Context: an optimization exercise on an open-source flow, tuned for small area, a short achievable clock period and few clock cycles. The choices shown serve that exercise and are no tape-out recipe. In this exercise RTL edits were held to simulation tests only and were not proved equivalent to the original. Power is estimated from default activity; no workload was simulated.

`flow/constraint.sdc`:
```
create_clock -name core_clock -period 5.0 [get_ports {clk}]
set_input_delay 1.0000 -clock core_clock [delete_from_list [all_inputs] [get_ports {clk}]]
set_output_delay 1.0000 -clock core_clock [all_outputs]
set_load 0.01 [all_outputs]
```
`flow/config.mk`:
```
export PLATFORM = sky130hd
export DESIGN_NAME = icache_dm
export DESIGN_NICKNAME = icache_dm
export VERILOG_FILES = /design/flow/design.v
export SDC_FILE = /design/flow/constraint.sdc
export NUM_CORES = 4
export LEC_CHECK = 0
export CAP_MARGIN = 20
export CORE_MARGIN = 2
export CORE_UTILIZATION = 55
export CTS_CLUSTER_DIAMETER = 80
export CTS_CLUSTER_SIZE = 30
export SETUP_SLACK_MARGIN = 2.5
export SLEW_MARGIN = 20
export SYNTH_HIERARCHICAL = 1
export SYNTH_MINIMUM_KEEP_SIZE = 0
```
`flow/design.v`:
```
module icache_dm_or8 (         
    input  logic [7:0] s,
    input  logic [7:0] d,
    output logic       y
);
    logic [3:0] n;
    assign n[0] = ~((s[0] & d[0]) | (s[1] & d[1]));
    assign n[1] = ~((s[2] & d[2]) | (s[3] & d[3]));
    assign n[2] = ~((s[4] & d[4]) | (s[5] & d[5]));
    assign n[3] = ~((s[6] & d[6]) | (s[7] & d[7]));
    assign y = ~(n[0] & n[1] & n[2] & n[3]);
endmodule
module icache_dm_nand4 (
    input  logic a, b, c, d,
    output logic y
);
    assign y = ~(a & b & c & d);
endmodule
module icache_dm_nand3 (
    input  logic a, b, c,
    output logic y
);
    assign y = ~(a & b & c);
endmodule
module icache_dm_nor3 (
    input  logic a, b, c,
    output logic y
);
    assign y = ~(a | b | c);
endmodule
module icache_dm_xnor2 (
    input  logic a, b,
    output logic y
);
    assign y = ~(a ^ b);
endmodule
module icache_dm_nor2 (
    input  logic a, b,
    output logic y
);
    assign y = ~(a | b);
endmodule
module icache_dm_mux2 (        
    input  logic s, a, b,
    output logic y
);
    assign y = s ? a : b;
endmodule
module icache_dm_rd (
    input  logic [63:0] sel,
    input  logic [63:0] bits,
    output logic        q
);
    logic [7:0]  l2;    
    logic [3:0]  l3;    
    for (genvar k = 0; k < 8; k++) begin : g_l2
        icache_dm_or8 u (.s(sel[8*k +: 8]), .d(bits[8*k +: 8]), .y(l2[k]));
    end
    for (genvar k = 0; k < 4; k++) begin : g_l3
        icache_dm_nor2 u (.a(l2[2*k]), .b(l2[2*k+1]), .y(l3[k]));
    end
    icache_dm_nand4 u_l4 (.a(l3[0]), .b(l3[1]), .c(l3[2]), .d(l3[3]), .y(q));
endmodule
module icache_dm_cmp (
    input  logic        valid,
    input  logic [23:0] a,
    input  logic [23:0] b,
    output logic        match_n
);
    logic [23:0] e;
    logic [5:0]  g;
    logic [1:0]  h;
    for (genvar k = 0; k < 24; k++) begin : g_e
        icache_dm_xnor2 u (.a(a[k]), .b(b[k]), .y(e[k]));
    end
    for (genvar k = 0; k < 6; k++) begin : g_g
        icache_dm_nand4 u (.a(e[4*k]), .b(e[4*k+1]), .c(e[4*k+2]), .d(e[4*k+3]), .y(g[k]));
    end
    for (genvar k = 0; k < 2; k++) begin : g_h
        icache_dm_nor3 u (.a(g[3*k]), .b(g[3*k+1]), .c(g[3*k+2]), .y(h[k]));
    end
    icache_dm_nand3 u_m (.a(h[0]), .b(h[1]), .c(valid), .y(match_n));
endmodule
module icache_dm_pre3_n (
    input  logic [2:0] a,
    output logic [7:0] y_n
);
    always_comb
        for (int k = 0; k < 8; k++)
            y_n[k] = (a != 3'(k));
endmodule
module icache_dm_dec_d (
    input  logic [5:0]  index,
    output logic [63:0] sel
);
    logic [7:0] lo_n, hi_n;
    icache_dm_pre3_n u_lo (.a(index[2:0]), .y_n(lo_n));
    icache_dm_pre3_n u_hi (.a(index[5:3]), .y_n(hi_n));
    for (genvar i = 0; i < 64; i++) begin : g_sel
        icache_dm_nor2 u (.a(hi_n[i / 8]), .b(lo_n[i % 8]), .y(sel[i]));
    end
endmodule
module icache_dm_dec_t (
    input  logic [5:0]  index,
    output logic [63:0] sel
);
    logic [7:0] lo_n, hi_n;
    icache_dm_pre3_n u_lo (.a(index[2:0]), .y_n(lo_n));
    icache_dm_pre3_n u_hi (.a(index[5:3]), .y_n(hi_n));
    for (genvar i = 0; i < 64; i++) begin : g_sel
        icache_dm_nor2 u (.a(hi_n[i / 8]), .b(lo_n[i % 8]), .y(sel[i]));
    end
endmodule
module icache_dm #(
    parameter int NUM_LINES = 64
) (
    input  logic        clk,
    input  logic        reset,
    input  logic [31:0] ifetch,
    input  logic [31:0] instraddress,
    input  logic        iready,
    output logic [31:0] instruction,
    output logic        hit,
    output logic        miss,
    output logic [31:0] fetchaddr
);
    localparam int INDEX_W  = 6;
    localparam int TAG_W    = 30 - INDEX_W;
    localparam int PF_AHEAD = 32;
    logic [NUM_LINES-1:0] valid;
    logic [TAG_W-1:0]     tag_array  [NUM_LINES];
    logic [31:0]          data_array [NUM_LINES];
    logic                 busy;       
    logic [29:0]          out_addr;   
    logic [29:0]          req_addr;   
    logic [29:0]          pf_ptr;     
    logic [29:0]          next_addr;  
    logic [6:0]           pf_d;
    logic [29:0]          sv_ptr;
    logic [6:0]           sv_d;
    logic                 restore;
    logic [29:0]          addr;
    logic [INDEX_W-1:0]   cur_index;
    logic [TAG_W-1:0]     cur_tag;
    logic [INDEX_W-1:0]   out_index;
    logic                 present_n;
    logic                 answer;
    logic                 bypass;
    logic                 mem_free;
    logic                 seq;
    logic                 demand;
    logic                 unused_offset;
    assign addr       = instraddress[31:2];
    assign cur_index  = addr[INDEX_W-1:0];
    assign cur_tag    = addr[29:INDEX_W];
    assign out_index  = out_addr[INDEX_W-1:0];
    assign answer     = busy && iready;
    assign bypass     = answer && (out_addr == addr);
    assign mem_free   = !busy || iready;
    assign unused_offset = ^instraddress[1:0];
    logic [NUM_LINES-1:0] sel_d;
    logic [31:0]          rd_data;
    icache_dm_dec_d u_dec_d (.index(cur_index), .sel(sel_d));
    for (genvar b = 0; b < 32; b++) begin : g_rd_data
        logic [NUM_LINES-1:0] col;
        for (genvar i = 0; i < NUM_LINES; i++) begin : g_col
            assign col[i] = data_array[i][b];
        end
        icache_dm_rd u_rd (.sel(sel_d), .bits(col), .q(rd_data[b]));
    end
    logic [NUM_LINES-1:0] sel_t;
    logic [TAG_W-1:0]     rd_tag;
    logic                 rd_valid;
    icache_dm_dec_t u_dec_t (.index(cur_index), .sel(sel_t));
    for (genvar b = 0; b < TAG_W; b++) begin : g_rd_tag
        logic [NUM_LINES-1:0] col;
        for (genvar i = 0; i < NUM_LINES; i++) begin : g_col
            assign col[i] = tag_array[i][b];
        end
        icache_dm_rd u_rd (.sel(sel_t), .bits(col), .q(rd_tag[b]));
    end
    icache_dm_rd u_rd_valid (.sel(sel_t), .bits(valid), .q(rd_valid));
    icache_dm_cmp u_cmp (.valid(rd_valid), .a(rd_tag), .b(cur_tag), .match_n(present_n));
    assign seq    = hit && (addr == next_addr);
    assign demand = !seq && !bypass;
    logic [29:0] ptr;         
    logic [6:0]  ptr_d;        
    logic        d_far, d_zero, want_s;
    logic [29:0] cand;        
    logic [29:0] ptr_next;    
    logic [6:0]  d_next;
    logic        issue_a;     
    logic        issue_p;     
    assign ptr     = restore ? sv_ptr : pf_ptr;
    assign ptr_d    = restore ? sv_d : pf_d;
    assign d_far  = ptr_d[6];
    assign d_zero = (ptr_d == 7'd0);
    assign want_s = d_far || (ptr_d <= 7'(PF_AHEAD));
    always_comb begin
        if (demand) begin
            cand     = addr;
            ptr_next = addr + 30'd1;
        end else if (seq && d_far) begin
            cand     = next_addr + 30'd1;
            ptr_next = next_addr + 30'd2;
        end else begin
            cand     = ptr;
            ptr_next = (seq && !want_s) ? ptr : ptr + 30'd1;
        end
        if (mem_free) begin
            if (demand)
                d_next = 7'd0;
            else if (seq && !d_far)
                d_next = want_s ? ptr_d : ptr_d - 7'd1;
            else
                d_next = 7'd1;
        end else begin
            if (seq)
                d_next = d_far ? 7'h7f : ptr_d - 7'd1;
            else
                d_next = pf_ptr[6:0] + ~addr[6:0];    
        end
    end
    assign issue_a = !seq || want_s;
    assign issue_p = !demand && (!seq || (want_s && !d_zero));
    logic hit_a, hit_p, busy_a, busy_p, miss_a, miss_p;
    assign hit_a  = !reset && bypass;
    assign hit_p  = !reset;
    assign busy_a = !reset && (mem_free ? issue_a : busy);
    assign busy_p = !reset && (mem_free ? issue_p : busy);
    assign miss_a = !reset && mem_free && issue_a;
    assign miss_p = !reset && mem_free && issue_p;
    logic [6:0] sv_d_next;
    logic       restore_p, restore_d;
    assign sv_d_next = ptr[6:0] + ~addr[6:0];           
    assign restore_p = !reset && mem_free && demand && !sv_d_next[6];
    logic hit_d, busy_d, miss_d;
    icache_dm_nor2 u_rest (.a(present_n), .b(!restore_p), .y(restore_d));
    icache_dm_mux2 u_hit  (.s(present_n), .a(hit_a),  .b(hit_p),  .y(hit_d));
    icache_dm_mux2 u_busy (.s(present_n), .a(busy_a), .b(busy_p), .y(busy_d));
    icache_dm_mux2 u_miss (.s(present_n), .a(miss_a), .b(miss_p), .y(miss_d));
    assign fetchaddr = {req_addr, 2'b00};
    always_ff @(posedge clk) begin
        hit         <= hit_d;
        busy        <= busy_d;
        miss        <= miss_d;
        instruction <= bypass ? ifetch : rd_data;
        next_addr   <= addr + 30'd1;
    end
    always_ff @(posedge clk) begin
        if (answer && !reset) begin
            data_array[out_index] <= ifetch;
            tag_array[out_index]  <= out_addr[29:INDEX_W];
        end
    end
    always_ff @(posedge clk) begin
        if (reset) begin
            valid <= '0;
            pf_d  <= 7'h7f;
        end else begin
            if (answer) valid[out_index] <= 1'b1;
            pf_d <= d_next;
        end
    end
    always_ff @(posedge clk) begin
        if (mem_free) begin
            req_addr <= cand;
            pf_ptr   <= ptr_next;
        end
        sv_ptr  <= ptr;
        sv_d    <= sv_d_next;
        restore <= restore_d;
    end
    always_ff @(posedge clk) begin
        if (reset)
            out_addr <= '0;
        else if (mem_free)
            out_addr <= cand;
    end
endmodule
```
`flow/run.sh`:
```
#!/bin/bash
# synth_recipe.tcl (not shown) runs the flow's synth.tcl, then flattens the netlist and writes it again
# the make line also repeats each setting of config.mk as NAME=value (left out here)
make -C /OpenROAD-flow-scripts/flow DESIGN_CONFIG=/design/flow/config.mk WORK_HOME=/design/flow/orfs CLKGATE_MAP_FILE= SYNTH_SCRIPT=/design/flow/synth_recipe.tcl finish
```
==> metrics.md, run 1 <==
| Metric | Value |
|---|---|
| Die area | 259000 µm² |
| CTS Buffer Depth | 3 |
| Worst-path maximum fanout | 25 |
| Critical Path RT | 5.75 ns |
| Htree depth | 4 |
| Commonest non-fill, non-tap cell in the layout | edfxtp_1 |
| Most frequent cells in the layout | 3644 x edfxtp_1, 1774 x a22oi_1, 694 x buf_4 |
| Synth Flop Type | edfxtp_1 |
| CTS Sinks | 3848 |
| Vias in the first global route | 81000 |
| Part of the cycle the worst path needs | 71.3% |
| Layout cells sized above 1 | 23.2% |
| Critical Path Slowest Stage Cell | nand4_1 |
| DRC Markers | 0 |
| Final setup violation count | 0 |
| CTS clk-pin slew, worst paths | 0.10 ns |
| Yosys warning count | 8 |
| Nets | 9320 |
| GPL Wtd Cong | 0.944 |
| Worst hold stages | 2 |
| Initial antenna violation count | 10 |
| Pwr dens | 334 nW/µm² |
| Largest net degree at the start of global routing | 79 |
| Clk_skew | 0.0447 ns |
| CTS tree | done |
| Grt ovf | 0 |
| Met1 wire length | 173000 µm |
| Starting DRT DRC Count | 12500 |
| Row count | 185 |
| Endpoint of the worst register-to-register path | out_addr[20]$_SDFFE_PP0N_ |
| Die width | 509 µm |
| Via density | 6.82 |
| Routed wire length | 452000 µm |
| Synth Area per Inst | 17.8 µm² |
| Max-slew violations | 0 |
| Synth cell types | 76 |
| Max-Cap Viols | 0 |
| Class of the worst hold path | reg -> reg |
| Bufs and invs on worst path | 6 |
| Leak | 0.0529 µW |
| R2r setup slk | 2.03 ns |
| CP peak stage delay | 0.31 ns |
| CTS buffer count | 166 |
| F_max | 0.280 GHz |
| Crit Path Category | in -> reg |
| Met3 WL post-DR | 46500 µm |
| Reg2Reg Depth | 8 |
| Seq/Total Area, Yosys | 81.0% |
| Post-synth EDFFs | 3644 |
| Headroom to the max-slew limit | 25.5% |
| Area Overhead vs Synth | 19.3% |
| Global-route wire length before repair | 623000 µm |
| Wire per inst | 35.5 µm |
| Synthesis-stage register bit count | 3848 |
| Final Hold Fails | 0 |
| Mapped Area | 140000 µm² |
| RSZ-0062 raised after global routing | yes |
| Die Span Y | 509 µm |
| Uppermost layer routed | met5 |
| Remaining antenna violation count | 0 |
| I/O pins | 133 |
| Worst slew pin tran | 1.12 ns |
| Fill cell count | 17300 |
| Post-Syn Instances | 7872 |
| Placed Instance Area | 152000 µm² |
| Hold Path End | valid[56]$_SDFFE_PP0P_ |
| Hold_sp | valid[56]$_SDFFE_PP0P_ |
| I/O Buffers | 128 |
| Root Driver | clkbuf_16 |
| Design area | 167000 µm² |
| Reg2Reg Launch Point | out_addr[5]$_SDFFE_PP0N_ |
| Worst setup EP type | flop |
| Cts hold-fix bufs | 0 |
| Crit path DAT | 4.31 ns |
| Status | timing/DRC/antenna clean |
| VDD IR max | 0.367 mV |
| Starting Density | 55.2% |
| First-pass DRT Iterations | 6 |
| Setup Total Neg Slack | 0 ns |
| Skew-Pair Late Insertion Delay | 0.89 ns |
| Post-DP HPWL | 251000 µm |
| Startpoint types | primary input |
| FFs w/ async S/R, synth | 0% |
| DR vias | 86700 |
| Final min period | 3.57 ns |
| CP delay by family, top | simple AND/OR/NAND/NOR gates |
| Critical Path Start | instraddress[2] |
| Core area | 254000 µm² |
| Total GRT Usage | 34.3% |
| Critical-path cell list | buf_6 > buf_8 > nand3b_1 > buf_4 > nor2_2 > buf_12 > a22oi_1 > nand4_1 > nor2_2 > buf_6 > nand4_1 > xnor2_1 > nand4_1 > nor3_2 > nand3_1 > buf_6 > mux2_4 |
| WL met2 | 209000 µm |
## worst register-to-register path, stage by stage (launching register included)
cell,delay [ns]
dfxtp_2,0.52
buf_4,0.21
xor2_1,0.08
or4_1,0.49
nand4bb_1,0.20
or4_4,0.57
nand2_8,0.22
mux2_4,0.40
o21ba_1,0.19
## final cells by class
cell class | count | area (µm²) | share of cell area [%]
inverters | 43 | 171 | 0.102
well taps | 3366 | 4210 | 2.52
clock buffers | 204 | 4520 | 2.70
repair buffers | 1237 | 13900 | 8.28
diodes | 7 | 17.5 | 0.0105
clock inverters | 75 | 911 | 0.545
flip-flops and latches | 3848 | 114000 | 67.9
multi-input cells | 3933 | 30000 | 17.9
## registers in the layout (all words and copies together), names as in the netlist
name / count
pf_ptr: 30
next_addr: 30
pf_d: 7
instruction: 32
miss: 1
req_addr: 30
hit: 1
restore: 1
tag_array: 1536
sv_d: 7
valid: 64
sv_ptr: 30
out_addr: 30
busy: 1
data_array: 2048
## cell usage after synthesis, types with 7 or more instances
| library cell | count | share of area, % |
|---|---|---|
| edfxtp_1 | 3644 | 78 |
| a22oi_1 | 1835 | 9.8 |
| nand4_1 | 557 | 2.5 |
| nor2_1 | 548 | 1.5 |
| dfxtp_1 | 204 | 2.9 |
| xnor2_1 | 147 | 0.92 |
| nand2_1 | 122 | 0.33 |
| a21oi_1 | 83 | 0.30 |
| clkbuf_1 | 78 | 0.21 |
| xor2_1 | 60 | 0.37 |
| nand3_1 | 54 | 0.19 |
| mux2_2 | 49 | 0.39 |
| a31oi_1 | 48 | 0.21 |
| inv_1 | 43 | 0.12 |
| mux2i_1 | 40 | 0.29 |
| o21ai_0 | 35 | 0.12 |
| buf_2 | 28 | 0.10 |
| nor3_1 | 25 | 0.089 |
| o211ai_1 | 24 | 0.13 |
| ha_1 | 22 | 0.20 |
| o21ai_1 | 20 | 0.071 |
| nor4_1 | 17 | 0.076 |
| o22ai_1 | 16 | 0.071 |
| nand3b_1 | 15 | 0.080 |
| and3_1 | 13 | 0.058 |
| or3b_1 | 12 | 0.075 |
| nor2b_1 | 10 | 0.045 |
| and4_1 | 9 | 0.056 |
| buf_4 | 9 | 0.048 |
| or3_1 | 7 | 0.031 |
## repair_timing
action                     4_1_cts  5_1_grt
setup buffers                  462       79
gates cloned                    88        8
setup endpoints to repair     3831      876
resized for setup              909      167
pin swaps                      216      108
## per-module statistics from Yosys (local to each module, per instance), excerpt
module,cells inside,flops+latches,copies in the design
icache_dm,5110,3848,1
icache_dm_pre3_n,8,0,4
icache_dm_or8,5,0,456
icache_dm_mux2,1,0,3
icache_dm_nor3,1,0,2
icache_dm_xnor2,1,0,24
icache_dm_nand4,1,0,63
icache_dm_nand3,1,0,1
icache_dm_nor2,1,0,357
## layer usage
metal  up-vias  track usage [%]
met5         -                0
met4         2             14.7
met3       839             5.15
met2      5302             53.0
met1     44800             49.1
li1      35800                -
## worst max-delay path by stage
stage / endpoint / cells after the start
final: hit$_DFF_P_ / 17
after global placement: miss$_DFF_P_ / 16
after floorplan: hit$_DFF_P_ / 11
after detailed placement: busy$_DFF_P_ / 16
after global routing: hit$_DFF_P_ / 21
after CTS: hit$_DFF_P_ / 21
## through the flow
step / worst slack, ns / power, µW / utilization (%) / hold WS [ns] / std cells
after detailed placement: -0.244 / 39000 / 60.1 / 0.458 / 11800
after global placement: -0.227 / 39000 / 60.0 / 0.447 / 11800
final: 1.43 / 55900 / 65.9 / 0.488 / 12700
after CTS: 1.52 / 55800 / 65.3 / 0.456 / 12600
after floorplan: 1.41 / 37400 / - / 0.437 / 7873
after global routing: 1.37 / 57200 / 65.9 / 0.473 / 12700
## report_power, final
part	leakage, µW	switching [µW]	internal [µW]
Sequential	0.0352	151	35500
Clock	0.00262	10100	6980
Combinational	0.0150	2140	963
Total	0.0529	12400	43400
## logic make-up after synthesis
logic type	Yosys count	synth area share [%]
flip-flops	3848	81.0
AO/OA/AOI/OAI	2107	11.0
AND/OR/NAND/NOR	1431	5.25
XOR/XNOR	207	1.29
buffers and inverters	162	0.499
multiplexers	92	0.712
adder cells (fa/ha/maj)	24	0.225
other	1	0.00268
Testbench counts, summed over its fixed seeds: cycles 37,271.
==> inputs of run 2 (changes only) <==
--- a/flow/design.v
+++ b/flow/design.v
@@ -24,2 +24,8 @@
 endmodule
+module icache_dm_nand2 (
+    input  logic a, b,
+    output logic y
+);
+    assign y = ~(a & b);
+endmodule
 module icache_dm_nor3 (
@@ -63,3 +69,3 @@
 endmodule
-module icache_dm_cmp (
+module icache_dm_lmatch (
     input  logic        valid,
@@ -83,2 +89,22 @@
 endmodule
+module icache_dm_hit8 (
+    input  logic [7:0] s_n,
+    input  logic [7:0] m_n,
+    output logic       y_n
+);
+    logic [3:0] p;
+    assign p[0] = ~((s_n[0] | m_n[0]) & (s_n[1] | m_n[1]));
+    assign p[1] = ~((s_n[2] | m_n[2]) & (s_n[3] | m_n[3]));
+    assign p[2] = ~((s_n[4] | m_n[4]) & (s_n[5] | m_n[5]));
+    assign p[3] = ~((s_n[6] | m_n[6]) & (s_n[7] | m_n[7]));
+    assign y_n = ~(p[0] | p[1] | p[2] | p[3]);
+endmodule
+module icache_dm_pre3 (
+    input  logic [2:0] a,
+    output logic [7:0] y
+);
+    always_comb
+        for (int k = 0; k < 8; k++)
+            y[k] = (a == 3'(k));
+endmodule
 module icache_dm_pre3_n (
@@ -91,14 +117,14 @@
 endmodule
+module icache_dm_dec_n (
+    input  logic [5:0]  index,
+    output logic [63:0] sel_n
+);
+    logic [7:0] lo, hi;
+    icache_dm_pre3 u_lo (.a(index[2:0]), .y(lo));
+    icache_dm_pre3 u_hi (.a(index[5:3]), .y(hi));
+    for (genvar i = 0; i < 64; i++) begin : g_sel
+        icache_dm_nand2 u (.a(hi[i / 8]), .b(lo[i % 8]), .y(sel_n[i]));
+    end
+endmodule
 module icache_dm_dec_d (
-    input  logic [5:0]  index,
-    output logic [63:0] sel
-);
-    logic [7:0] lo_n, hi_n;
-    icache_dm_pre3_n u_lo (.a(index[2:0]), .y_n(lo_n));
-    icache_dm_pre3_n u_hi (.a(index[5:3]), .y_n(hi_n));
-    for (genvar i = 0; i < 64; i++) begin : g_sel
-        icache_dm_nor2 u (.a(hi_n[i / 8]), .b(lo_n[i % 8]), .y(sel[i]));
-    end
-endmodule
-module icache_dm_dec_t (
     input  logic [5:0]  index,
@@ -170,15 +196,17 @@
     end
-    logic [NUM_LINES-1:0] sel_t;
-    logic [TAG_W-1:0]     rd_tag;
-    logic                 rd_valid;
-    icache_dm_dec_t u_dec_t (.index(cur_index), .sel(sel_t));
-    for (genvar b = 0; b < TAG_W; b++) begin : g_rd_tag
-        logic [NUM_LINES-1:0] col;
-        for (genvar i = 0; i < NUM_LINES; i++) begin : g_col
-            assign col[i] = tag_array[i][b];
-        end
-        icache_dm_rd u_rd (.sel(sel_t), .bits(col), .q(rd_tag[b]));
-    end
-    icache_dm_rd u_rd_valid (.sel(sel_t), .bits(valid), .q(rd_valid));
-    icache_dm_cmp u_cmp (.valid(rd_valid), .a(rd_tag), .b(cur_tag), .match_n(present_n));
+    logic [NUM_LINES-1:0] sel_n;
+    logic [NUM_LINES-1:0] match_n;
+    logic [7:0]           grp_n;     
+    logic [1:0]           half;      
+    icache_dm_dec_n u_dec_n (.index(cur_index), .sel_n(sel_n));
+    for (genvar i = 0; i < NUM_LINES; i++) begin : g_match
+        icache_dm_lmatch u_m (.valid(valid[i]), .a(tag_array[i]), .b(cur_tag),
+                              .match_n(match_n[i]));
+    end
+    for (genvar k = 0; k < 8; k++) begin : g_hit8
+        icache_dm_hit8 u_h (.s_n(sel_n[8*k +: 8]), .m_n(match_n[8*k +: 8]), .y_n(grp_n[k]));
+    end
+    icache_dm_nand4 u_half0 (.a(grp_n[0]), .b(grp_n[1]), .c(grp_n[2]), .d(grp_n[3]), .y(half[0]));
+    icache_dm_nand4 u_half1 (.a(grp_n[4]), .b(grp_n[5]), .c(grp_n[6]), .d(grp_n[7]), .y(half[1]));
+    icache_dm_nor2  u_pres  (.a(half[0]), .b(half[1]), .y(present_n));
     assign seq    = hit && (addr == next_addr);
--- a/flow/config.mk
+++ b/flow/config.mk
@@ -10,5 +10,3 @@
 export CORE_UTILIZATION = 55
-export CTS_CLUSTER_DIAMETER = 80
-export CTS_CLUSTER_SIZE = 30
-export SETUP_SLACK_MARGIN = 2.5
+export SETUP_SLACK_MARGIN = 1.5
 export SLEW_MARGIN = 20
==> metrics.md, run 2 <==
| Metric | Value |
|---|---|
| Worst setup EP type | flop |
| Biggest regs | data_array (2048), tag_array (1536), valid (64) |
| Die area | 277000 µm² |
| Headroom to the max-slew limit | 23.2% |
| Pwr dens | 390 nW/µm² |
| Seq/Total Area, Yosys | 75.6% |
| Root Driver | clkbuf_16 |
| Synth Area per Inst | 16.9 µm² |
| Mapped Area | 150000 µm² |
| Critical Path Slowest Stage Cell | nor3b_2 |
| Die Span Y | 527 µm |
| Max-Cap Viols | 0 |
| Starting Density | 55.4% |
| Nets | 9868 |
| Post-Synth Simple-Gate Area | 6.49% |
| Worst-path maximum fanout | 11 |
| Count leader, synth | edfxtp_1 |
| Status | timing/DRC/antenna clean |
| GPL Wtd Cong | 0.902 |
| Reg2Reg Depth | 9 |
| Hold_sp | valid[31]$_SDFFE_PP0P_ |
| Synth Flop Type | edfxtp_1 |
| CTS clk-pin slew, worst paths | 0.06 ns |
| Synthesis-stage register bit count | 3848 |
| Critical Path RT | 5.80 ns |
| Startpoint types | primary input |
| I/O pins | 133 |
| Worst slack at placement | 0.379 ns |
| Die width | 527 µm |
| Fill cell count | 19200 |
| Area contributors post-synth | edfxtp_1 73%, xnor2_1 9.7%, a22oi_1 5.2%, nand4_1 3.0%, dfxtp_1 2.7% |
| Synth Area in Adders | 0.210% |
| Mux cell area share after synthesis | 0.621% |
| Largest net degree at the start of global routing | 66 |
| Top reg by flops | data_array |
| Setup Total Neg Slack | 0 ns |
| Htree depth | 5 |
| R2r setup slk | 1.58 ns |
| Post-Syn Instances | 8907 |
| Post-synth EDFFs | 3644 |
| Clk_skew | 0.0532 ns |
| Post-synth top area share | 72.9% |
| Layout Cells excl Fill | 13700 |
| F_max | 0.284 GHz |
| Crit path DAT | 4.31 ns |
| Yosys warning count | 9 |
| Reg2Reg Launch Point | out_addr[27]$_SDFFE_PP0N_ |
| CTS tree | done |
| RSZ-0062 raised after global routing | yes |
| Final Power | 67700 µW |
| Max-slew violations | 0 |
| CTS Sinks | 3848 |
| Core area | 271000 µm² |
| Placed cells | 12900 |
| Area Overhead vs Synth | 15.5% |
| Class of the worst hold path | reg -> reg |
| Wire per inst | 33.4 µm |
| Cts hold-fix bufs | 0 |
| Synth cell types | 85 |
| VDD IR max | 0.340 mV |
| Part of the cycle the worst path needs | 70.4% |
| CTS Buffer Depth | 4 |
| CP delay by family, top | buffers and inverters |
| FFs w/ async S/R, synth | 0% |
| First-pass DRT Iterations | 10 |
| Routed wire length | 456000 µm |
| Synth cell count leaders | 3644 x edfxtp_1, 1658 x xnor2_1, 1045 x a22oi_1 |
| Final min period | 3.52 ns |
| Total GRT Usage | 32.5% |
| Crit Path Category | in -> reg |
| Synth Area in Compound Gates | 6.59% |
| Endpoint of the worst register-to-register path | pf_ptr[18]$_DFFE_PN_ |
| Worst slew pin tran | 1.15 ns |
| Critical Path Start | instraddress[3] |
| Remaining antenna violation count | 0 |
| Commonest non-fill, non-tap cell in the layout | edfxtp_1 |
| Worst hold stages | 2 |
| Post-DP HPWL | 271000 µm |
| CTS buffer count | 390 |
| Largest family of logic cells by synthesized area | XOR/XNOR gates |
| Layout cells sized above 1 | 14.5% |
| DRC Markers | 0 |
| Final setup violation count | 0 |
| Initial antenna violation count | 14 |
| Bufs and invs on worst path | 5 |
| Final Hold Fails | 0 |
| Critical-path cell list | clkdlybuf4s50_1 > buf_4 > buf_4 > nor3b_2 > buf_4 > nand2_1 > o22ai_1 > nor4_2 > nand4_1 > nor2_1 > buf_4 > mux2_4 |
| Leak | 0.0529 µW |
| Row count | 191 |
| Grt ovf | 0 |
| Hold Path End | valid[31]$_SDFFE_PP0P_ |
| I/O Buffers | 128 |
| Vias in the first global route | 85100 |
| Most frequent cells in the layout | 3644 x edfxtp_1, 1656 x xnor2_1, 1045 x a22oi_1 |
| Critical path's most frequent cell | buf_4 |
| Global-route wire length before repair | 636000 µm |
| CP peak stage delay | 0.84 ns |
| Synth Area in XOR/XNOR | 10.0% |
| Number of flip-flops under the largest register name | 2048 |
| Starting DRT DRC Count | 10200 |
| DR vias | 87500 |
| Yosys top cell by area | edfxtp_1 |
| Via density | 6.40 |
| Final worst slack | 1.48 ns |
| Skew-Pair Late Insertion Delay | 0.95 ns |
==> run 2: what timing repair did <==
action | in CTS | in global routing
endpoints found under the setup margin | 16 | 53
resized for setup | 11 | 17
pin swaps | 0 | 0
setup buffers | 0 | 7
hold endpoints to repair | 0 | 0
==> run 2: worst max path at each step <==
stage                                             end  slack, ns  depth (start not counted)
after global placement         instruction[8]$_DFF_P_       0.36                         10
after detailed placement      instruction[14]$_DFF_P_       0.38                         10
after floorplan           data_array[15][0]$_DFFE_PP_       1.15                          4
after CTS                     instruction[26]$_DFF_P_       1.51                         11
final                                    busy$_DFF_P_       1.48                         12
after global routing             pf_ptr[15]$_DFFE_PN_       1.45                         10
==> run 2: logic make-up (layout without fill, tap and decap cells) <==
kind of cell	after synthesis	after routing
AOI/OAI and AO/OA	1352	1352
xor gates and xnor gates	1715	1715
adders and majority gates	24	24
buffers and inverters	175	1360
DFF	3848	3848
muxes	86	86
other	1	6
and+or+nand+nor	1706	1706
==> run 2: worst register-to-register path: cells and delay by family (launching register included) <==
kind | cells | cell delay (ns)
buf+inv | 2 | 0.60
xor+xnor | 1 | 0.24
flops | 1 | 0.70
compound gates | 1 | 0.27
simple gates | 5 | 1.35
==> run 2: modules after synthesis (local to each module, per instance), excerpt <==
module	cell area (µm²)	times used	cells inside	flip-flops and latches
icache_dm_nor2	3.75	194	1	0
icache_dm_xnor2	8.76	1536	1	0
icache_dm_or8	36.3	256	5	0
icache_dm_nor3	10.0	128	1	0
icache_dm_pre3_n	60.1	2	8	0
icache_dm_pre3	65.1	2	8	0
icache_dm	122000	1	5148	3848
icache_dm_nand4	6.26	418	1	0
==> run 2: cell type report <==
cell class                 instances  area (µm²)  area share (%)
timing repair buffer             603        6120            3.53
sequential                      3848      114000            65.5
antenna                            4        10.0         0.00577
clock buffer                     515       10500            6.06
multi-input combinational       4885       36800            21.2
inverter                          49         186           0.107
clock inverter                   193        1800            1.04
tap                             3570        4470            2.57
==> run 2: stage by stage <==
stage,utilization [%],instance area [µm²],hold WS (ns)
2_1_floorplan,-,150000,0.437
5_1_grt,64.0,173000,0.430
3_5_place_dp,59.3,161000,0.454
3_3_place_gp,59.3,161000,0.448
4_1_cts,63.9,173000,0.401
6_report,64.0,174000,0.466
==> run 2: metal layers <==
metal  routed length (µm)  vias to the layer above  global-route usage, %  share of wire, %
met3                37600                      878                   5.16               8.3
met2               223000                     4229                   53.8                49
li1                     -                    37100                      -                 -
met5                  103                        -                 0.0866             0.023
met1               175000                    45300                   43.2                38
met4                20200                       12                   12.8               4.4
==> run 2: power by group <==
group,switching (µW),internal [µW],total (µW)
clock network,12100,16200,28300
registers,344,35500,35900
logic,2380,1100,3470
Testbench counts of run 2, summed over its fixed seeds: cycles 37,271.
==> inputs of run 3 (changes only) <==
--- a/flow/design.v
+++ b/flow/design.v
@@ -89,3 +89,19 @@
 endmodule
-module icache_dm_hit8 (
+module icache_dm_hit8 #(
+    parameter int K = 0
+) (
+    input  logic [5:0] index,
+    input  logic [7:0] m_n,
+    output logic       y_n
+);
+    logic [7:0] lo, s_n;
+    logic       hi;
+    icache_dm_pre3 u_lo (.a(index[2:0]), .y(lo));
+    assign hi = (index[5:3] == 3'(K));
+    for (genvar j = 0; j < 8; j++) begin : g_sel
+        icache_dm_nand2 u (.a(hi), .b(lo[j]), .y(s_n[j]));
+    end
+    icache_dm_oai8 u_or (.s_n(s_n), .m_n(m_n), .y_n(y_n));
+endmodule
+module icache_dm_oai8 (
     input  logic [7:0] s_n,
@@ -117,14 +133,14 @@
 endmodule
-module icache_dm_dec_n (
+module icache_dm_dec_d (
     input  logic [5:0]  index,
-    output logic [63:0] sel_n
+    output logic [63:0] sel
 );
-    logic [7:0] lo, hi;
-    icache_dm_pre3 u_lo (.a(index[2:0]), .y(lo));
-    icache_dm_pre3 u_hi (.a(index[5:3]), .y(hi));
+    logic [7:0] lo_n, hi_n;
+    icache_dm_pre3_n u_lo (.a(index[2:0]), .y_n(lo_n));
+    icache_dm_pre3_n u_hi (.a(index[5:3]), .y_n(hi_n));
     for (genvar i = 0; i < 64; i++) begin : g_sel
-        icache_dm_nand2 u (.a(hi[i / 8]), .b(lo[i % 8]), .y(sel_n[i]));
+        icache_dm_nor2 u (.a(hi_n[i / 8]), .b(lo_n[i % 8]), .y(sel[i]));
     end
 endmodule
-module icache_dm_dec_d (
+module icache_dm_dec_d2 (
     input  logic [5:0]  index,
@@ -186,5 +202,6 @@
     assign unused_offset = ^instraddress[1:0];
-    logic [NUM_LINES-1:0] sel_d;
+    logic [NUM_LINES-1:0] sel_d, sel_d2;
     logic [31:0]          rd_data;
-    icache_dm_dec_d u_dec_d (.index(cur_index), .sel(sel_d));
+    icache_dm_dec_d  u_dec_d  (.index(cur_index), .sel(sel_d));
+    icache_dm_dec_d2 u_dec_d2 (.index(cur_index), .sel(sel_d2));
     for (genvar b = 0; b < 32; b++) begin : g_rd_data
@@ -194,5 +211,4 @@
         end
-        icache_dm_rd u_rd (.sel(sel_d), .bits(col), .q(rd_data[b]));
+        icache_dm_rd u_rd (.sel(b < 16 ? sel_d : sel_d2), .bits(col), .q(rd_data[b]));
     end
-    logic [NUM_LINES-1:0] sel_n;
     logic [NUM_LINES-1:0] match_n;
@@ -200,3 +216,2 @@
     logic [1:0]           half;      
-    icache_dm_dec_n u_dec_n (.index(cur_index), .sel_n(sel_n));
     for (genvar i = 0; i < NUM_LINES; i++) begin : g_match
@@ -206,3 +221,3 @@
     for (genvar k = 0; k < 8; k++) begin : g_hit8
-        icache_dm_hit8 u_h (.s_n(sel_n[8*k +: 8]), .m_n(match_n[8*k +: 8]), .y_n(grp_n[k]));
+        icache_dm_hit8 #(.K(k)) u_h (.index(cur_index), .m_n(match_n[8*k +: 8]), .y_n(grp_n[k]));
     end
==> metrics.md, run 3 <==
| Metric | Value |
|---|---|
| CTS Sinks | 3848 |
| Layout Cells excl Fill | 13800 |
| Clk_skew | 0.0473 ns |
| Switching pwr | 14600 µW |
| Critical-path cell list | buf_4 > or3b_1 > nor2_1 > buf_4 > a22oi_1 > nand4_1 > nor2_1 > nand4_1 > mux2_2 |
| Die Span Y | 528 µm |
| Remaining antenna violation count | 0 |
| Global-route wire length before repair | 620000 µm |
| CP delay by family, top | simple AND/OR/NAND/NOR gates |
| Class of the worst hold path | reg -> reg |
| Crit path DAT | 4.25 ns |
| Largest family of logic cells by synthesized area | XOR/XNOR gates |
| Leak | 0.0536 µW |
| Vias in the first global route | 84800 |
| Synth cell types | 76 |
| Mux cell area share after synthesis | 0.577% |
| Worst-path maximum fanout | 33 |
| RSZ-0062 raised after global routing | yes |
| Core area | 273000 µm² |
| Synthesis-stage register bit count | 3848 |
| CP peak stage delay | 0.67 ns |
| Clock share of power | 42.8% |
| Most frequent cells in the layout | 3644 x edfxtp_1, 1659 x xnor2_1, 1034 x a22oi_1 |
| Setup Total Neg Slack | 0 ns |
| Layout cells sized above 1 | 13.9% |
| Biggest regs | data_array (2048), tag_array (1536), valid (64) |
| Synth Flop Type | edfxtp_1 |
| Die area | 278000 µm² |
| F_max | 0.291 GHz |
| Row count | 192 |
| Comb pwr share | 4.9% |
| Switching part of the total power | 21.4% |
| Crit Path Category | in -> reg |
| First-pass DRT Iterations | 6 |
| Yosys warning count | 9 |
| Startpoint types | primary input |
| Starting DRT DRC Count | 9593 |
| CTS clk-pin slew, worst paths | 0.06 ns |
| Final setup violation count | 0 |
| Starting Density | 55.2% |
| GPL Wtd Cong | 0.909 |
| Internal | 53800 µW |
| Post-synth top area share | 72.6% |
| Count leader, synth | edfxtp_1 |
| Skew-Pair Late Insertion Delay | 0.94 ns |
| Placed cells | 13100 |
| CTS buffer count | 389 |
| Worst setup EP type | flop |
| Bufs and invs on worst path | 2 |
| CTS tree | done |
| Headroom to the max-slew limit | 17.7% |
| Yosys top cell by area | edfxtp_1 |
| Post-synth EDFFs | 3644 |
| Largest net degree at the start of global routing | 66 |
| Part of the cycle the worst path needs | 68.8% |
| Initial antenna violation count | 13 |
| CTS Buffer Depth | 4 |
| Top reg by flops | data_array |
| Root Driver | clkbuf_16 |
| DR vias | 87000 |
| Critical Path Slowest Stage Cell | or3b_1 |
| Post-Synth Simple-Gate Area | 7.03% |
| Die width | 528 µm |
| Commonest non-fill, non-tap cell in the layout | edfxtp_1 |
| Nets | 10000 |
| Status | timing/DRC/antenna clean |
| Max-Cap Viols | 0 |
| Via density | 6.28 |
| Synth Area in Compound Gates | 6.40% |
| Area Overhead vs Synth | 15.4% |
| Area contributors post-synth | edfxtp_1 73%, xnor2_1 9.6%, a22oi_1 5.1%, nand4_1 3.0%, dfxtp_1 2.7% |
| Wire per inst | 31.9 µm |
| Total GRT Usage | 31.4% |
| Final Hold Fails | 0 |
| Sequential Power Share | 52.3% |
| Worst slew pin tran | 1.23 ns |
| Mapped Area | 151000 µm² |
| Htree depth | 5 |
| Pwr dens | 393 nW/µm² |
| Synth Area in Adders | 0.209% |
| Final min period | 3.44 ns |
| Synth Area in XOR/XNOR | 9.99% |
| FFs w/ async S/R, synth | 0% |
| Routed wire length | 442000 µm |
| Max-slew violations | 0 |
| Synth cell count leaders | 3644 x edfxtp_1, 1659 x xnor2_1, 1034 x a22oi_1 |
| Seq/Total Area, Yosys | 75.3% |
| I/O pins | 133 |
| VDD IR max | 0.331 mV |
| I/O Buffers | 128 |
| Fin Hold WS | 0.466 ns |
| Synth Area per Inst | 16.7 µm² |
| DRC Markers | 0 |
| Post-DP HPWL | 265000 µm |
| Post-Syn Instances | 9051 |
| Grt ovf | 0 |
| Critical Path RT | 5.81 ns |
| Number of flip-flops under the largest register name | 2048 |
## run 3: changes by cell type after synthesis, moves of 17 or more
| cell | delta |
|---|---|
| a31oi_1 | +20 |
| nor2_1 | +32 |
| nand2_1 | +32 |
| clkbuf_1 | +26 |
| nor3b_1 | +17 |
| o211ai_1 | +18 |
| buf_2 | -17 |
| and3b_2 | +18 |
## run 3: layer usage
layer / GRT usage (%) / routed length (µm) / vias to the layer above
met5: 0 / 29 / -
met3: 4.57 / 33200 / 706
met1: 42.0 / 174000 / 44800
li1: - / - / 37600
met2: 51.4 / 213000 / 3868
met4: 14.2 / 22100 / 4
## run 3: power by group through the flow
stage                     clock network [µW]  logic (µW)  registers (µW)
final                                  29300        3330           35800
after global routing                   30900        3530           35800
after CTS                              29700        3330           35800
after detailed placement                   0        3310           36500
after global placement                     0        3250           36500
after floorplan                            0        1350           36400
## run 3: kinds of logic (layout without fill, tap and decap cells)
kind of cell / after synthesis / in the layout
adders and majority gates: 24 / 24
DFF: 3848 / 3848
buffers and inverters: 189 / 1382
xor gates and xnor gates: 1720 / 1720
other: 1 / 12
muxes: 79 / 79
and+or+nand+nor: 1853 / 1853
AOI/OAI and AO/OA: 1337 / 1337
## run 3: cell type report
class / count / area [µm²]
Fill cell: 19500 / 99100
Antenna cell: 10 / 25.0
Clock buffer: 488 / 10500
Inverter: 53 / 201
Timing Repair Buffer: 612 / 5810
Multi-Input combinational cell: 5015 / 37100
Clock inverter: 229 / 2340
Sequential cell: 3848 / 114000
Tap cell: 3589 / 4490
## run 3: worst register-to-register path, stage by stage (launching register included)
cell      delay (ns)
dfxtp_4         0.70
xor2_1          0.18
nor4_1          0.29
nand4b_1        0.19
nor4_4          0.61
buf_4           0.29
nor2_4          0.08
buf_12          0.18
a22oi_1         0.29
o21ai_0         0.14
## run 3: timing repair
item	CTS	global route
hold buffers	0	0
hold endpoints to repair	0	0
gates resized for setup	1	5
setup endpoints to repair	3	72
cloned	0	0
buffers inserted	0	5
## run 3: final timing paths
path,startpoint,end,slack [ns],depth (start not counted)
max reg2reg,out_addr[24]$_SDFFE_PP0N_,pf_ptr[19]$_DFFE_PN_,1.79,9
min,valid[57]$_SDFFE_PP0P_,valid[57]$_SDFFE_PP0P_,0.47,2
min reg2reg,valid[57]$_SDFFE_PP0P_,valid[57]$_SDFFE_PP0P_,0.47,2
max,instraddress[2],instruction[16]$_DFF_P_,1.56,9
## run 3: metrics by stage
stage                     total power, µW  util, %  setup slack [ns]  area [µm²]
final                               68400     63.7              1.56      174000
after CTS                           68800     63.7              1.52      174000
after global routing                70200     63.7              1.47      174000
after detailed placement            39800     59.0             0.438      161000
after global placement              39700     58.9             0.462      161000
after floorplan                     37800        -              1.19      151000
## run 3: Yosys stat by module (local to each module, per instance), excerpt
module,times used,cells,flip-flops and latches,cell area [µm²]
icache_dm_or8,256,5,0,36.3
icache_dm_nand3,64,1,0,5.00
icache_dm_pre3_n,4,8,0,60.1
icache_dm_nor2,258,1,0,3.75
icache_dm,1,5156,3848,121000
icache_dm_nor3,128,1,0,10.0
icache_dm_mux2,3,1,0,15.0
icache_dm_nand2,64,1,0,3.75
Testbench counts of run 3, summed over its fixed seeds: cycles 37,271.
==> inputs of run 4 (changes only) <==
--- a/flow/config.mk
+++ b/flow/config.mk
@@ -10,3 +10,5 @@
 export CORE_UTILIZATION = 55
-export SETUP_SLACK_MARGIN = 1.5
+export CTS_CLUSTER_DIAMETER = 80
+export CTS_CLUSTER_SIZE = 30
+export SETUP_SLACK_MARGIN = 2.0
 export SLEW_MARGIN = 20
==> metrics.md, run 4 <==
| Metric | Value |
|---|---|
| Status | timing/DRC/antenna clean |
| Mapped Area | 151000 µm² |
| Synth cell count leaders | 3644 x edfxtp_1, 1659 x xnor2_1, 1034 x a22oi_1 |
| Largest net degree at the start of global routing | 74 |
| Yosys top cell by area | edfxtp_1 |
| Worst-path maximum fanout | 39 |
| Clk_skew | 0.0562 ns |
| Part of the cycle the worst path needs | 61.2% |
| Final Hold Fails | 0 |
| Top reg by flops | data_array |
| Met1 wire length | 172000 µm |
| DR vias | 85500 |
| Vias in the first global route | 81900 |
| F_max | 0.327 GHz |
| Number of flip-flops under the largest register name | 2048 |
| Synth cell types | 76 |
| Synth Area per Inst | 16.7 µm² |
| Nets | 9784 |
| Total GRT Usage | 31.0% |
| Core area | 273000 µm² |
| Final Core Density | 61.1% |
| Biggest regs | data_array (2048), tag_array (1536), valid (64) |
| Final min period | 3.06 ns |
| Synth Flop Type | edfxtp_1 |
| Most frequent cells in the layout | 3644 x edfxtp_1, 1652 x xnor2_1, 1033 x a22oi_1 |
| Seq/Total Area, Yosys | 75.3% |
| Worst setup EP type | flop |
| CTS Sinks | 3848 |
| Post-DP HPWL | 263000 µm |
| I/O pins | 133 |
| Pwr dens | 337 nW/µm² |
| Max-slew violations | 0 |
| Yosys warning count | 9 |
| Routed wire length | 438000 µm |
| Synthesis-stage register bit count | 3848 |
| GPL Wtd Cong | 0.918 |
| Via density | 6.39 |
| Area Overhead vs Synth | 10.7% |
| Die Span Y | 528 µm |
| Placed Instance Area | 161000 µm² |
| Crit path DAT | 3.85 ns |
| CTS clk-pin slew, worst paths | 0.11 ns |
| Final worst slack | 1.94 ns |
| Uppermost layer routed | met5 |
| FFs w/ async S/R, synth | 0% |
| Htree depth | 4 |
| I/O Buffers | 128 |
| Met3 WL post-DR | 31800 µm |
| Area contributors post-synth | edfxtp_1 73%, xnor2_1 9.6%, a22oi_1 5.1%, nand4_1 3.0%, dfxtp_1 2.7% |
| Grt ovf | 0 |
| Fin Hold WS | 0.401 ns |
| Crit Path Category | in -> reg |
| Die area | 278000 µm² |
| Remaining antenna violation count | 0 |
| Max-Cap Viols | 0 |
| Fill cell count | 20200 |
| R2r setup slk | 2.00 ns |
| Final setup violation count | 0 |
| WL met2 | 214000 µm |
| Worst slack at placement | 0.549 ns |
| Leak | 0.0501 µW |
| Global-route wire length before repair | 610000 µm |
| First-pass DRT Iterations | 6 |
| Initial antenna violation count | 8 |
| Design area | 167000 µm² |
| Wire per inst | 32.7 µm |
| Root Driver | clkbuf_16 |
| Row count | 192 |
| Critical Path RT | 5.79 ns |
| CTS tree | done |
| Count leader, synth | edfxtp_1 |
| VDD IR max | 0.323 mV |
| Post-synth EDFFs | 3644 |
| DRC Markers | 0 |
| CTS Buffer Depth | 4 |
| Worst slew pin tran | 1.18 ns |
| Commonest non-fill, non-tap cell in the layout | edfxtp_1 |
| RSZ-0062 raised after global routing | yes |
| Die width | 528 µm |
| CTS buffer count | 174 |
| Starting DRT DRC Count | 10200 |
| Setup Total Neg Slack | 0 ns |
| Layout cells sized above 1 | 12.2% |
| Post-Syn Instances | 9051 |
| Cts hold-fix bufs | 0 |
| Skew-Pair Late Insertion Delay | 0.92 ns |
| Post-synth top area share | 72.6% |
| Class of the worst hold path | in -> reg |
| Headroom to the max-slew limit | 21.5% |
| Starting Density | 55.2% |
| Startpoint types | primary input |
## run 4: worst max-delay path, cell delays in order
cell,delay (ns)
buf_6,0.35
or3b_1,0.50
buf_4,0.24
nor2_1,0.06
buf_4,0.22
a22oi_1,0.20
nand4_1,0.25
nor2_1,0.47
nand4_1,0.14
mux2_2,0.30
## run 4: path summary, 6_finish.rpt
path | startpoint | endpoint | cells after the start
worst max register to register | busy$_DFF_P_ | data_array[26][22]$_DFFE_PP_ | 5
worst max-delay path | instraddress[3] | instruction[11]$_DFF_P_ | 10
worst min register to register | valid[29]$_SDFFE_PP0P_ | valid[29]$_SDFFE_PP0P_ | 2
worst min-delay path | reset | valid[11]$_SDFFE_PP0P_ | 2
## run 4: layer usage
metal / GRT usage (%) / vias to the layer above
met3: 3.60 / 606
met4: 12.2 / 2
li1: - / 36800
met2: 51.7 / 3636
met5: 0 / -
met1: 41.9 / 44400
## run 4: final cells by class
class	count	area, µm²	share of cell area, %
sequential	3848	114000	68.1
clock buffer	205	4540	2.72
clock inverter	75	858	0.514
antenna	3	7.51	0.00450
timing repair buffer	601	5690	3.41
tap	3589	4490	2.69
multi-input combinational	5015	37400	22.4
inverter	53	201	0.121
## run 4: repair_timing
item	4_1_cts	5_1_grt
buffers inserted	18	19
cloned	0	1
gates resized for setup	50	62
setup endpoints to repair	3623	89
endpoints found under the hold margin	0	0
pin swaps	2	3
## run 4: per-module statistics from Yosys, one instance, submodules excluded, a selection
module	cell area, µm²	times used	flops+latches	cells inside
icache_dm	121000	1	3848	5156
icache_dm_mux2	15.0	3	0	1
icache_dm_nand2	3.75	64	0	1
icache_dm_nand3	5.00	64	0	1
icache_dm_nand4	6.26	418	0	1
icache_dm_nor2	3.75	258	0	1
icache_dm_nor3	10.0	128	0	1
icache_dm_oai8	37.5	8	0	5
icache_dm_or8	36.3	256	0	5
icache_dm_pre3	65.1	8	0	8
icache_dm_pre3_n	60.1	4	0	8
icache_dm_xnor2	8.76	1536	0	1
## run 4: power breakdown
part / leakage (µW) / switching, µW / internal (µW)
Clock: 0.00260 / 10100 / 7010
Combinational: 0.0123 / 2380 / 1100
Sequential: 0.0352 / 209 / 35500
## run 4: cell families (layout without fill, tap and decap cells)
| logic type | count (synthesis) | after routing | share of synthesized area [%] |
|---|---|---|---|
| DFF | 3848 | 3848 | 75.3 |
| other | 1 | 5 | 0.00249 |
| AOI/OAI and AO/OA | 1337 | 1337 | 6.40 |
| buffers and inverters | 189 | 934 | 0.517 |
| xor gates and xnor gates | 1720 | 1720 | 9.99 |
| adders and majority gates | 24 | 24 | 0.209 |
| and+or+nand+nor | 1853 | 1853 | 7.03 |
| muxes | 79 | 79 | 0.577 |
## run 4: stage by stage
stage | cells | power (µW)
finish | 13400 | 56300
global route | 13400 | 57800
CTS | 13400 | 56500
detailed placement | 13100 | 39800
global placement | 13100 | 39700
floorplan | 9052 | 37800
==> inputs of run 5 (changes only) <==
--- a/flow/config.mk
+++ b/flow/config.mk
@@ -12,3 +12,3 @@
 export CTS_CLUSTER_SIZE = 30
-export SETUP_SLACK_MARGIN = 2.0
+export SETUP_SLACK_MARGIN = 2.5
 export SLEW_MARGIN = 20
==> metrics.md, run 5 <==
| Metric | Value |
|---|---|
| VDD IR max | 0.347 mV |
| Starting DRT DRC Count | 10300 |
| Total GRT Usage | 31.7% |
| Critical-path cell list | buf_8 > buf_4 > xnor2_1 > nand4_1 > nor3_2 > nand3_1 > o22ai_1 > nor4_2 > nand4_1 > nor2_4 > buf_12 > mux2_4 |
| Post-synth EDFFs | 3644 |
| DRC Markers | 0 |
| Layout cells sized above 1 | 17.2% |
| Synth cell types | 76 |
| Count leader, synth | edfxtp_1 |
| Crit path DAT | 3.59 ns |
| Synth cell count leaders | 3644 x edfxtp_1, 1659 x xnor2_1, 1034 x a22oi_1 |
| First-pass DRT Iterations | 7 |
| Most frequent cells in the layout | 3644 x edfxtp_1, 1631 x xnor2_1, 1027 x a22oi_1 |
| Max-Cap Viols | 0 |
| Final setup violation count | 0 |
| Die area | 278000 µm² |
| I/O Buffers | 128 |
| Synthesis-stage register bit count | 3848 |
| Final Hold Fails | 0 |
| Post-synth top area share | 72.6% |
| Headroom to the max-slew limit | 25.0% |
| Skew-Pair Late Insertion Delay | 0.94 ns |
| Critical Path Slowest Stage Cell | nand4_1 |
| Core area | 273000 µm² |
| Grt ovf | 0 |
| Area Overhead vs Synth | 13.9% |
| Wire per inst | 33.4 µm |
| Top reg by flops | data_array |
| Biggest regs | data_array (2048), tag_array (1536), valid (64) |
| Post-DP HPWL | 267000 µm |
| CTS clk-pin slew, worst paths | 0.10 ns |
| Root Driver | clkbuf_16 |
| Pwr dens | 332 nW/µm² |
| Yosys top cell by area | edfxtp_1 |
| Leak | 0.0531 µW |
| Max-slew violations | 0 |
| Seq/Total Area, Yosys | 75.3% |
| Vias in the first global route | 82900 |
| Synth Area per Inst | 16.7 µm² |
| Critical path's most frequent cell | nand4_1 |
| Critical Path RT | 5.80 ns |
| Post-Syn Instances | 9051 |
| Die width | 528 µm |
| CP peak stage delay | 0.41 ns |
| Initial antenna violation count | 9 |
| Startpoint types | primary input |
| Largest net degree at the start of global routing | 66 |
| Routed wire length | 455000 µm |
| DR vias | 87100 |
| RSZ-0062 raised after global routing | yes |
| Remaining antenna violation count | 0 |
| Via density | 6.40 |
| Class of the worst hold path | reg -> reg |
| Worst slack at placement | 0.607 ns |
| Synth Flop Type | edfxtp_1 |
| Starting Density | 55.2% |
| CTS tree | done |
| Worst setup EP type | flop |
| Worst slew pin tran | 1.13 ns |
| Row count | 192 |
| Number of flip-flops under the largest register name | 2048 |
| CTS buffer count | 173 |
| Nets | 9990 |
| CTS Sinks | 3848 |
| Mapped Area | 151000 µm² |
| Status | timing/DRC/antenna clean |
| Worst-path maximum fanout | 14 |
| Crit Path Category | in -> reg |
| GPL Wtd Cong | 0.869 |
| Htree depth | 4 |
| Setup Total Neg Slack | 0 ns |
| Cts hold-fix bufs | 0 |
| Fill cell count | 19600 |
| Commonest non-fill, non-tap cell in the layout | edfxtp_1 |
| Area contributors post-synth | edfxtp_1 73%, xnor2_1 9.6%, a22oi_1 5.1%, nand4_1 3.0%, dfxtp_1 2.7% |
| Die Span Y | 528 µm |
| Final worst slack | 2.21 ns |
| Part of the cycle the worst path needs | 55.8% |
| FFs w/ async S/R, synth | 0% |
| CTS Buffer Depth | 4 |
| Final min period | 2.79 ns |
| Clk_skew | 0.0475 ns |
| F_max | 0.358 GHz |
| Yosys warning count | 9 |
| Global-route wire length before repair | 624000 µm |
| I/O pins | 133 |
==> run 5: cell counts after synthesis <==
Identical to the previous run, type by type.
==> run 5: timing repair <==
| item | 4_1_cts | 5_1_grt |
|---|---|---|
| pin swaps | 73 | 107 |
| endpoints found under the setup margin | 3844 | 546 |
| resized for setup | 770 | 193 |
| cloned | 13 | 20 |
| buffers inserted | 101 | 69 |
==> run 5: worst paths after layout <==
kind,slack (ns),depth (start not counted),startpoint,to
min reg2reg,0.48,2,valid[16]$_SDFFE_PP0P_,valid[16]$_SDFFE_PP0P_
max reg2reg,2.30,7,out_addr[6]$_SDFFE_PP0N_,pf_ptr[12]$_DFFE_PN_
min,0.48,2,valid[16]$_SDFFE_PP0P_,valid[16]$_SDFFE_PP0P_
max,2.21,12,instraddress[29],hit$_DFF_P_
==> run 5: cells by family (layout without fill, tap and decap cells) <==
family	count (synthesis)	count (layout)	synth area share (%)
adders and majority gates	24	24	0.209
muxes	79	79	0.577
other	1	9	0.00249
xor gates and xnor gates	1720	1720	9.99
AOI/OAI and AO/OA	1337	1337	6.40
buffers and inverters	189	1154	0.517
DFF	3848	3848	75.3
and+or+nand+nor	1853	1854	7.03
==> run 5: layout make-up <==
type                    count  area (µm²)  area share [%]
clock inverters            85         962           0.560
clock buffers             209        4600            2.68
inverters                  53         220           0.128
flip-flops and latches   3848      114000            66.2
repair buffers            807        8690            5.06
diodes                      7        17.5          0.0102
well taps                3589        4490            2.61
multi-input cells        5016       39100            22.8
==> run 5: critical path, delay by kind of cell <==
kind / cells / cell delay [ns]
AO/OA/AOI/OAI: 1 / 0.10
XOR/XNOR: 1 / 0.12
buffers and inverters: 3 / 0.70
multiplexers: 1 / 0.29
AND/OR/NAND/NOR: 6 / 1.27
==> run 5: per-module statistics from Yosys (local to each module, per instance), a selection <==
module            cell area, µm²  times used  cells
icache_dm                 121000           1   5156
icache_dm_nand2             3.75          64      1
icache_dm_nand3             5.00          64      1
icache_dm_nand4             6.26         418      1
icache_dm_nor2              3.75         258      1
icache_dm_or8               36.3         256      5
icache_dm_pre3              65.1           8      8
icache_dm_pre3_n            60.1           4      8
icache_dm_xnor2             8.76        1536      1
==> run 5: through the flow <==
stage	total power [µW]	util (%)	hold WS (ns)	instances	instance area, µm²
global route	58500	62.9	0.455	13600	172000
floorplan	37900	-	0.437	9052	152000
finish	57000	62.9	0.477	13600	172000
global placement	39800	59.0	0.449	13100	161000
detailed placement	39900	59.0	0.456	13100	161000
CTS	57100	62.2	0.433	13500	170000
==> run 5: routing by layer <==
| metal | track usage [%] | wire (µm) |
|---|---|---|
| met1 | 43.6 | 180000 |
| met2 | 52.5 | 220000 |
| met3 | 4.08 | 35100 |
| met4 | 11.2 | 19800 |
| met5 | 0 | 0 |
==> run 5: report_power, final <==
part / internal [µW] / switching (µW) / leakage [µW] / total [µW]
logic: 1320 / 2510 / 0.0152 / 3830
clock network: 7190 / 10300 / 0.00270 / 17500
registers: 35500 / 221 / 0.0352 / 35700

[what the ideal ports hide]
Ports are ideal in the flow. The routed layouts listed here were re-timed in OpenROAD. Step 1 (the two cells are an assumption about what drives the block):
set clk [get_ports {clk}]
set_driving_cell -lib_cell sky130_fd_sc_hd__clkbuf_16 $clk
set_driving_cell -lib_cell sky130_fd_sc_hd__buf_2 [delete_from_list [all_inputs] $clk]
Step 2 times the ports against the registers' clock, not the clock port: input delays grow and output delays shrink by t, the midpoint of the rising clock arrivals with the driver on. Three values: ideal, step 1, step 2; two values: the first two.
run | shift t [ns] | setup WS [ns] | hold slack, ns | worst register clock-pin slew, ns | worst slew at a driven data input, ns
run 1 | 0.959 | 1.435 / 1.472 / 0.513 | 0.488 / 0.436 / 0.488 | 0.12 / 0.12 | 0.07
run 2 | 1.023 | 1.480 / 1.550 / 0.527 | 0.466 / 0.400 / 0.466 | 0.07 / 0.07 | 0.09
run 3 | 1.012 | 1.560 / 1.627 / 0.615 | 0.466 / 0.413 / 0.466 | 0.07 / 0.07 | 0.11
run 4 | 0.989 | 1.938 / 1.948 / 0.964 | 0.401 / 0.386 / 0.482 | 0.12 / 0.12 | 0.10
run 5 | 1.012 | 2.210 / 2.003 / 0.991 | 0.477 / 0.421 / 0.477 | 0.12 / 0.12 | 0.50
After both steps setup and hold are still met in every run listed. The setup slack of run 5, which loses most, moves by -0.207 ns with the drivers and by -1.219 ns with both steps.
